Context: an optimization exercise on an open-source flow, tuned for small area, a short achievable clock period and few clock cycles per item. The choices shown serve that exercise and are no tape-out recipe. The RTL was checked by simulation tests, not by an equivalence proof against the original design. Power figures rest on the tool's default switching activity, not on a simulated workload.

// sliding_window_extremum_detector
module sliding_window_extremum_detector
(
  input  logic                           clk,
  input  logic                           rst,
  input  logic                           in_valid,
  output logic                           in_ready,
  input  logic                           kind,
  input  logic signed [swx_pkg::PRICE_BITS-1:0]   price,
  input  logic signed [swx_pkg::STAMP_BITS-1:0]   stamp,
  output logic                           out_valid,
  input  logic                           out_ready,
  output logic [swx_pkg::VERDICT_BITS-1:0]        verdict,
  output logic signed [swx_pkg::PRICE_BITS-1:0]   price_out,
  output logic signed [swx_pkg::STAMP_BITS-1:0]   stamp_out,
  input  logic                           cfg_we,
  input  logic [swx_pkg::HALF_BITS-1:0]           cfg_data
);
clock: 5.0 ns
lec_check: 0
cap_margin: 20
core_margin: 2
core_utilization: 55
cts_cluster_diameter: 80
cts_cluster_size: 24
setup_slack_margin: 2.6
slew_margin: 20
run.sh (not shown) runs the stock make flow with config.mk's settings and CLKGATE_MAP_FILE= SYNTH_SCRIPT=/design/flow/synth_recipe.tcl, a recipe that flattens the netlist after the stock synthesis.
Testbench counts at the start, summed over its fixed seeds: cycles 9,680, items 9,600.
Edit:
--- a/flow/config.mk
+++ b/flow/config.mk
@@ -8,7 +8,5 @@
 export CAP_MARGIN = 20
 export CORE_MARGIN = 2
-export CORE_UTILIZATION = 55
-export CTS_CLUSTER_DIAMETER = 80
-export CTS_CLUSTER_SIZE = 24
+export CORE_UTILIZATION = 45
 export SETUP_SLACK_MARGIN = 2.6
 export SLEW_MARGIN = 20
Effect: Routed wire length rises by a few percent; setup slack degrades by 0.057 ns; power rises by about a fifth; die area increases by about a fifth; design area goes up by a few percent; maximum frequency went down by a few percent.
Edit:
--- a/flow/config.mk
+++ b/flow/config.mk
@@ -8,5 +8,8 @@
 export CAP_MARGIN = 20
 export CORE_MARGIN = 2
-export CORE_UTILIZATION = 45
+export CORE_UTILIZATION = 55
+export CTS_CLUSTER_DIAMETER = 80
+export CTS_CLUSTER_SIZE = 24
 export SETUP_SLACK_MARGIN = 2.6
 export SLEW_MARGIN = 20
+export TNS_END_PERCENT = 5
Effect: Setup slack gets worse by 0.041 ns; cell area drops by a few percent; clock power drops by well over a third; synthesized cell count is unchanged.
Edit:
--- a/flow/config.mk
+++ b/flow/config.mk
@@ -9,7 +9,4 @@
 export CORE_MARGIN = 2
 export CORE_UTILIZATION = 55
-export CTS_CLUSTER_DIAMETER = 80
-export CTS_CLUSTER_SIZE = 24
-export SETUP_SLACK_MARGIN = 2.6
+export SETUP_SLACK_MARGIN = 2.9
 export SLEW_MARGIN = 20
-export TNS_END_PERCENT = 5
Outcome:
- clock-buffer cell count went up by 95
- worst setup slack is worse by 0.058 ns
- core utilization is higher by 7.8 points

========
== v17 ==
Starting RTL as in the previous note.
make LEC_CHECK=0 CAP_MARGIN=20 CORE_MARGIN=2 CORE_UTILIZATION=55 SETUP_SLACK_MARGIN=2.7 SLEW_MARGIN=20 finish   # period 5.0 ns
The final layout from v17, which completed every stage, passed the timing, DRC and antenna checks at the end of the flow.
Testbench counts of v17, summed over its fixed seeds: cycles 9,680, items 9,600.
### v17 -> v33
==> flow/flow/run.sh (new file) <==
#!/bin/bash
set -o pipefail
export CTS_ARGS="-sink_clustering_enable -repair_clock_nets -dont_use_dummy_load"
bash standard.sh finish > standard.log 2>&1
==> flow/standard.sh (new file) <==
#!/bin/bash
# synth_recipe.tcl (not shown) runs the flow's synth.tcl, then flattens the netlist and writes it again
# the make line also repeats each setting of config.mk as NAME=value (left out here)
make -C /OpenROAD-flow-scripts/flow DESIGN_CONFIG=/design/flow/config.mk WORK_HOME=/design/flow/orfs CLKGATE_MAP_FILE= SYNTH_SCRIPT=/design/flow/synth_recipe.tcl "${@:-finish}"
--- a/flow/config.mk
+++ b/flow/config.mk
@@ -9,4 +9,4 @@
 export CORE_MARGIN = 2
 export CORE_UTILIZATION = 55
-export SETUP_SLACK_MARGIN = 2.7
+export SETUP_SLACK_MARGIN = 2.6
 export SLEW_MARGIN = 20
removed: flow/run.sh
### Flow results
Both conditions hold for v33: the flow ran to the end and the final layout passed the timing, DRC and antenna checks.
v17: no failed stages, no open violations at the end
Higher final standard cell utilization of the core goes to v17 over v33.
In v33, the final setup slack of the worst path came out 0.023 ns below the value in v17.
Diff v17 -> v33 | average vias per placed instance | up slightly
When v33 is measured against v17, its post-synthesis to final-layout area growth turns out 5.0 points lower.
Setup changes, v33 to v7
==> flow/run.sh (new file) <==
#!/bin/bash
# synth_recipe.tcl (not shown) runs the flow's synth.tcl, then flattens the netlist and writes it again
# the make line also repeats each setting of config.mk as NAME=value (left out here)
make -C /OpenROAD-flow-scripts/flow DESIGN_CONFIG=/design/flow/config.mk WORK_HOME=/design/flow/orfs CLKGATE_MAP_FILE= SYNTH_SCRIPT=/design/flow/synth_recipe.tcl finish
--- a/flow/config.mk
+++ b/flow/config.mk
@@ -8,5 +8,5 @@
 export CAP_MARGIN = 20
 export CORE_MARGIN = 2
-export CORE_UTILIZATION = 55
+export CORE_UTILIZATION = 70
 export SETUP_SLACK_MARGIN = 2.6
 export SLEW_MARGIN = 20
removed: flow/flow/run.sh
removed: flow/standard.sh
--- outcome ---
Summary of v7 over v33: post-cts gate resize count down 6.5%; placed standard-cell area down 700 um^2; critical path depth up 7; area share of buffers outside the clock network down 0.19 points; power share of the sequential group down 3.4 points.
Sort v7 and v33 by aggregate global-route resource usage asc -> top: v33
On relative area change from synthesis to final layout: between v7 and v33, it ends up higher for v7.
Between v7 and v33, it is v7 whose total power consumption of the routed design is higher, by 7.1%.
The following lists how v25 was set up differently from v7:
--- a/flow/config.mk
+++ b/flow/config.mk
@@ -8,5 +8,6 @@
 export CAP_MARGIN = 20
 export CORE_MARGIN = 2
-export CORE_UTILIZATION = 70
+export CORE_UTILIZATION = 55
 export SETUP_SLACK_MARGIN = 2.6
 export SLEW_MARGIN = 20
+export TNS_END_PERCENT = 5
==> results.txt <==
- On final weighted congestion of routability-driven global placement, the higher figure sits with v7, not v25.
- Comparing number of placed instances, taps included for v25 and v7, the smaller number came from v7.
- Post-route clock period utilization | v25 above v7
- Worst setup slack: v25 < v7
- Compared with v7, placement density in the core of v25 is lower.
- Going from v7 to v25, synthesis-to-layout area growth ~0 delta; global-route track usage on met2 moved down; number of vias after detailed routing went down.
- On worst endpoint data arrival time, v25 and v7 are basically level.
- v25 vs. v7: synthesized cell count stayed essentially flat; wire length fell by about 10%.
The following lists how v32 was set up differently from v25:
--- a/flow/config.mk
+++ b/flow/config.mk
@@ -6,4 +6,5 @@
 export NUM_CORES = 4
 export LEC_CHECK = 0
+export ABC_CLOCK_PERIOD_IN_PS = 2400
 export CAP_MARGIN = 20
 export CORE_MARGIN = 2
@@ -11,3 +12,2 @@
 export SETUP_SLACK_MARGIN = 2.6
 export SLEW_MARGIN = 20
-export TNS_END_PERCENT = 5
==> results.txt <==
[compare] base=v25 new=v32: wire length has increased, share of power burned in the clock network has decreased. [v32] total met2 wirelength after detailed routing rose 0.52% relative to v25.

-- re-timing with driven ports --
The flow's constraints put no driver on any port. The routed layouts listed below were extracted and timed again, unchanged, in two steps. Step 1 assumes that a clkbuf_16 drives the clock port and a buf_2 every other input. Step 2 moves the port delays by t, midway between the first and last clock arrival at a register: inputs arrive t later, outputs are due t later. That takes back most of the time a late clock gives input paths. Slacks: no drivers / after step 1 / after step 2; pairs: no drivers / after step 1.
run	shift t [ns]	setup WS [ns]	slew at the worst register clock pin (ns)
the first run of note 1	0.738	2.508 / 2.515 / 1.796	0.11 / 0.11
the second run of note 1	0.841	2.451 / 2.438 / 1.764	0.06 / 0.06
the third run of note 1	0.728	2.410 / 2.375 / 1.739	0.11 / 0.11
the fourth run of note 1	0.810	2.352 / 2.352 / 1.808	0.06 / 0.06
v17	0.822	2.552 / 2.515 / 1.764	0.06 / 0.06
v33	0.794	2.528 / 2.515 / 1.833	0.06 / 0.06
v7	0.802	2.397 / 2.412 / 1.610	0.07 / 0.07
v25	0.804	2.355 / 2.355 / 1.644	0.06 / 0.06
v32	0.820	2.564 / 2.516 / 1.814	0.06 / 0.06
After both steps every run listed still meets setup and hold. The setup slack of v17, which loses most, moves by -0.037 ns with the drivers and by -0.788 ns with both steps.
